Context: an optimization exercise on an open-source flow, tuned for small area and a short achievable clock period. The choices shown serve that exercise and are no tape-out recipe. Function was checked by simulation only, so behaviour that the tests miss may differ from the original. No activity file was given, so power comes from the tool's default toggle rates.

job 1017:
Design pu_net, start of the top module:
module pu_net
#(
    parameter int DATA_WIDTH = 32,
    parameter int PROG_DEPTH = 16
) (
    input  wire logic                          clk,
    input  wire logic                          rst,
    input  wire logic                          prog_we,
    input  wire logic [$clog2(PROG_DEPTH)-1:0] prog_addr,
    input  wire logic [instr_width-1:0]        prog_data,
    input  wire logic                          start,
    input  wire logic [DATA_WIDTH-1:0]         in_data,
    input  wire logic [attr_width-1:0]         in_attr,
    output logic                               in_take,
    output logic                               out_valid,
    output logic      [DATA_WIDTH-1:0]         out_data,
    output logic [attr_width-1:0]              out_attr,
    output logic                               busy,
    output logic                               done
);
==> flow/config.mk <==
export PLATFORM = sky130hd
export DESIGN_NAME = pu_net
export DESIGN_NICKNAME = pu_net
export VERILOG_FILES = /design/flow/design.v
export SDC_FILE = /design/flow/constraint.sdc
export NUM_CORES = 4
export LEC_CHECK = 0
export CAP_MARGIN = 20
export CORE_MARGIN = 2
export CORE_UTILIZATION = 40
export SLEW_MARGIN = 20
==> flow/constraint.sdc <==
create_clock -name core_clock -period 10.0 [get_ports {clk}]
set_input_delay 2.0000 -clock core_clock [delete_from_list [all_inputs] [get_ports {clk}]]
set_output_delay 2.0000 -clock core_clock [all_outputs]
set_load 0.01 [all_outputs]
standard.sh (not shown) runs the stock make flow with config.mk's settings and CLKGATE_MAP_FILE= SYNTH_SCRIPT=/design/flow/synth_recipe.tcl, a recipe that flattens the netlist after the stock synthesis.
==> flow/flow/run.sh <==
#!/bin/bash
# Standard layout run through standard.sh with extra ORFS settings; make output goes to standard_flow.log.
set -euo pipefail
bash standard.sh finish "SETUP_SLACK_MARGIN=6.5" "BUFFER_PORTS_ARGS=-buffer_cell sky130_fd_sc_hd__buf_2" "ABC_AREA=1" > standard_flow.log 2>&1
Having completed the whole flow, job 1017 delivered a layout that passed the timing, DRC and antenna checks.
The following lists how job 6241 was set up differently from job 1017:
==> flow/flow/run.sh <==
#!/bin/bash
# Standard layout run through standard.sh with extra ORFS settings; make output goes to standard_flow.log.
set -euo pipefail
bash standard.sh finish "SETUP_SLACK_MARGIN=6.8" "BUFFER_PORTS_ARGS=-buffer_cell sky130_fd_sc_hd__buf_2" "TNS_END_PERCENT=0" "CTS_CLUSTER_DIAMETER=100" "CTS_CLUSTER_SIZE=30" "PLACE_DENSITY=0.75" > standard_flow.log 2>&1
### Flow results
- Of job 6241 and job 1017, it is job 6241 that has the lower count of standard-cell rows.
- When the final numbers for job 1017 and job 6241 were put side by side, the data required time at the worst endpoint turned out to be greater in job 1017.
- Changes observed in job 6241 relative to job 1017: critical path buffer and inverter count moved down, flip-flop and latch count after synthesis ~0 delta, cell leakage power down about 17%, post-placement cell area -3.7%, non-clock buffer count rose by 11%.
- Re maximum frequency from static timing analysis: job 6241 is 3.5% up on job 1017.
- Relative to job 1017, synthesized area has decreased by 3.5% in job 6241.
Relative to job 6241, the following input files were edited for job 6116:
==> flow/flow/run.sh <==
#!/bin/bash
# Standard layout run through standard.sh with extra ORFS settings; make output goes to standard_flow.log.
set -euo pipefail
bash standard.sh finish "SETUP_SLACK_MARGIN=6.8" "BUFFER_PORTS_ARGS=-buffer_cell sky130_fd_sc_hd__buf_2" "TNS_END_PERCENT=10" "CTS_CLUSTER_DIAMETER=100" "CTS_CLUSTER_SIZE=24" "PLACE_DENSITY=0.75" > standard_flow.log 2>&1
- Job 6116 ended with every stage complete and zero timing, DRC or antenna violations.
- Job 6116 -> job 6241: synthesis-stage register bit count delta 0, exact match
- Total power: job 6116 > job 6241
- Cell area: job 6241 and job 6116 compared, lower one is job 6241
- The sum of met3 wire segment lengths after detailed routing in job 6116 sits 5.9% above the value recorded for job 6241.
- Looking at routed wire length, job 6116 sits about 2.7% higher than job 6241 does.
- On number of maximum-capacitance violations, job 6241 and job 6116 are basically level.
For job 4531, these inputs were changed with respect to job 6116:
==> flow/flow/run.sh <==
#!/bin/bash
# Standard layout run through standard.sh with extra ORFS settings; make output goes to standard_flow.log.
set -euo pipefail
bash standard.sh finish "SETUP_SLACK_MARGIN=7.0" "BUFFER_PORTS_ARGS=-buffer_cell sky130_fd_sc_hd__buf_2" "TNS_END_PERCENT=0" "CTS_CLUSTER_DIAMETER=100" "CTS_CLUSTER_SIZE=24" "PLACE_DENSITY=0.75" > standard_flow.log 2>&1
## What came out
Job 6116 consumes less power than job 4531.
Lower cell count of the worst reg-to-reg path among job 4531 and job 6116: job 4531
Job 4531 against job 6116: required time of the worst setup path now sits higher; share of cell area taken by multi-input logic gates lower; final critical-path setup slack went up by 57 ps; total number of sequential cells about even; compound-gate portion of the synthesized area now sits at about the same level.
Job 4531: full flow OK, the timing, DRC and antenna checks passed
Row relative slew slack: job 4531 higher / job 6116 lower
Comparing job 4531 and job 6116, share of the clock period used by the worst path after layout is lower on job 4531.
Maximum vdd ir drop delta (job 6116 -> job 4531): insignificant


Setup of v32:
Starting RTL as in the previous note.
clock: 10.0 ns
lec_check: 0
cap_margin: 20
core_margin: 2
core_utilization: 40
slew_margin: 20
==> flow/flow/run.sh <==
#!/bin/bash
# Standard layout run through standard.sh with extra ORFS settings; make output goes to standard_flow.log.
set -euo pipefail
bash standard.sh finish "SETUP_SLACK_MARGIN=7.1" "BUFFER_PORTS_ARGS=-buffer_cell sky130_fd_sc_hd__buf_2" "TNS_END_PERCENT=0" "CTS_CLUSTER_DIAMETER=100" "CTS_CLUSTER_SIZE=30" > standard_flow.log 2>&1
Setup changes, v32 to v6
==> flow/flow/run.sh <==
#!/bin/bash
# Standard layout run through standard.sh with extra ORFS settings; make output goes to standard_flow.log.
set -euo pipefail
bash standard.sh finish "SETUP_SLACK_MARGIN=6.8" "BUFFER_PORTS_ARGS=-buffer_cell sky130_fd_sc_hd__buf_2" "TNS_END_PERCENT=0" "CTS_CLUSTER_DIAMETER=150" "CTS_CLUSTER_SIZE=26" "PLACE_DENSITY=0.75" > standard_flow.log 2>&1
- Of the two values seen for critical path class, in -> reg was produced by v32 and reg -> reg by v6.
- Synthesis-to-layout area growth | v6 below v32
- Max flip-flop and latch share of the layout cell area across v6 and v32: v6
- v6 vs. v32: combinational power share went down by 0.2 points; wire length went down by 4900 um; data-path buffer share of cell area in the final layout went down by 1.8 points; largest stage delay on the critical path went up by 0.03 ns; non-clock buffer count went down by 36.
- Comparing v6 against v32, there is no change at all in share of synthesized cell area in and, or, nand and nor gates.
- Compared with v32, v6 is the less power-hungry design.
#### Input delta (v33 over v6)
==> flow/flow/run.sh <==
#!/bin/bash
# Standard layout; port buffers are buf_2 cells and repair_timing aims for a
# larger setup slack margin.
set -euo pipefail
bash standard.sh finish SETUP_SLACK_MARGIN=7.0 "BUFFER_PORTS_ARGS=-buffer_cell sky130_fd_sc_hd__buf_2" > standard_flow.log 2>&1
Summary of the comparison: cell-internal power is higher in v33, relative to v6. v33 vs v6, maximum frequency went up by 2.4 MHz. As far as count of inverters not on the clock network in the layout goes, v33 and v6 are indistinguishable; the numbers are identical. Of the two values seen for destination of the critical timing path, i_pu_multiplier.res_s[19] was produced by v33 and i_pu_fram.words[1][27] by v6.
Input changes introduced in v46 (baseline for comparison: v33):
==> flow/flow/run.sh <==
#!/bin/bash
# Standard layout run through standard.sh with extra ORFS settings; make output goes to standard_flow.log.
set -euo pipefail
bash standard.sh finish "SETUP_SLACK_MARGIN=6.8" "BUFFER_PORTS_ARGS=-buffer_cell sky130_fd_sc_hd__buf_2" "TNS_END_PERCENT=0" "CTS_CLUSTER_DIAMETER=100" "CTS_CLUSTER_SIZE=30" "CAP_MARGIN=5" "SLEW_MARGIN=5" > standard_flow.log 2>&1
Findings:
- v46 reached the final stage; the timing, DRC and antenna checks on its layout passed.
- Re count of clock tree sinks: no difference whatsoever between v33 and v46.
- Going from v33 to v46, worst-case headroom to the max-slew limit grows by 6.7 points.
- Smallest setup slack after layout of v33 is on par with v46.
- v33 -> v46: fraction of the mapped netlist area in compound gates delta 0, exact match
diff inputs: v46 => v19
==> flow/flow/run.sh <==
#!/bin/bash
# Standard layout run through standard.sh with extra ORFS settings; make output goes to standard_flow.log.
set -euo pipefail
bash standard.sh finish "SETUP_SLACK_MARGIN=6.8" "BUFFER_PORTS_ARGS=-buffer_cell sky130_fd_sc_hd__buf_2" "TNS_END_PERCENT=0" "CTS_CLUSTER_DIAMETER=100" "CTS_CLUSTER_SIZE=30" "CORE_UTILIZATION=60" > standard_flow.log 2>&1
### Flow results
Max portion of total power attributed to the clock network across v19 and v46: v46. Delta (v19 minus v46): maximum frequency has remained practically unchanged; internal reg-to-reg setup slack neither gained nor lost much. When the final numbers for v19 and v46 were put side by side, the routed wire length turned out to be greater in v19. Re length in cells of the worst reg-to-reg path: v46 was lower than v19. v19 leaves more setup margin than v46. Cmp v19 vs v46: maximum fanout along the worst path higher in v19. Both conditions hold for v19: the flow ran to the end and the final layout passed the timing, DRC and antenna checks. Utilization v46 -> v19: up. Number of vias per cell after detailed routing, v19 and v46: lower on v46.
The following lists how v42 was set up differently from v19:
==> flow/flow/run.sh <==
#!/bin/bash
# Standard layout run through standard.sh with extra ORFS settings; make output goes to standard_flow.log.
set -euo pipefail
bash standard.sh finish "SETUP_SLACK_MARGIN=6.8" "BUFFER_PORTS_ARGS=-buffer_cell sky130_fd_sc_hd__buf_2" "TNS_END_PERCENT=0" "CTS_CLUSTER_DIAMETER=100" "CTS_CLUSTER_SIZE=24" "PLACE_DENSITY=0.75" "GPL_ROUTABILITY_DRIVEN=0" > standard_flow.log 2>&1
CTS clock-pin slew for the worst setup and hold paths for v42: 0.02 ns down relative to v19. Setup slack after layout (lower): v19. v42 vs v19 on wire length reported by the detailed router: v42 is the lower one. Global-route wire length before repair of v19 is on par with v42.

-- separate check: timing with driven ports --
In the flow no input, the clock included, has a driving cell. The finished layouts below were timed again as built, in two steps. Step 1 assumes that a clkbuf_16 drives the clock port and a buf_2 every other input. Step 2, shift: input delay + t, output delay - t, t = (earliest + latest rising clock arrival at the registers) / 2. This alone moves slack from input paths to output paths. a / b / c = ideal ports / drivers / drivers and shift; a / b = the first two.
| run | t (ns) | setup slack, ns | clock arrival spread, ns |
|---|---|---|---|
| job 1017 | 0.671 | 6.518 / 6.518 / 6.095 | 0.035 / 0.035 |
| job 6241 | 0.615 | 6.637 / 6.575 / 6.231 | 0.038 / 0.039 |
| job 6116 | 0.637 | 6.624 / 6.565 / 6.200 | 0.023 / 0.023 |
| job 4531 | 0.641 | 6.681 / 6.632 / 6.212 | 0.025 / 0.026 |
| v32 | 0.639 | 6.708 / 6.672 / 6.083 | 0.043 / 0.043 |
| v6 | 0.625 | 6.601 / 6.548 / 6.225 | 0.029 / 0.029 |
| v33 | 0.665 | 6.628 / 6.628 / 6.392 | 0.041 / 0.040 |
| v46 | 0.645 | 6.629 / 6.579 / 6.193 | 0.046 / 0.046 |
| v19 | 0.632 | 6.633 / 6.603 / 6.153 | 0.034 / 0.034 |
| v42 | 0.645 | 6.674 / 6.613 / 6.096 | 0.027 / 0.027 |
After both steps every run listed still meets setup and hold. For v32, which loses most, drivers alone change the setup slack by -0.036 ns; drivers and shift together by -0.625 ns.
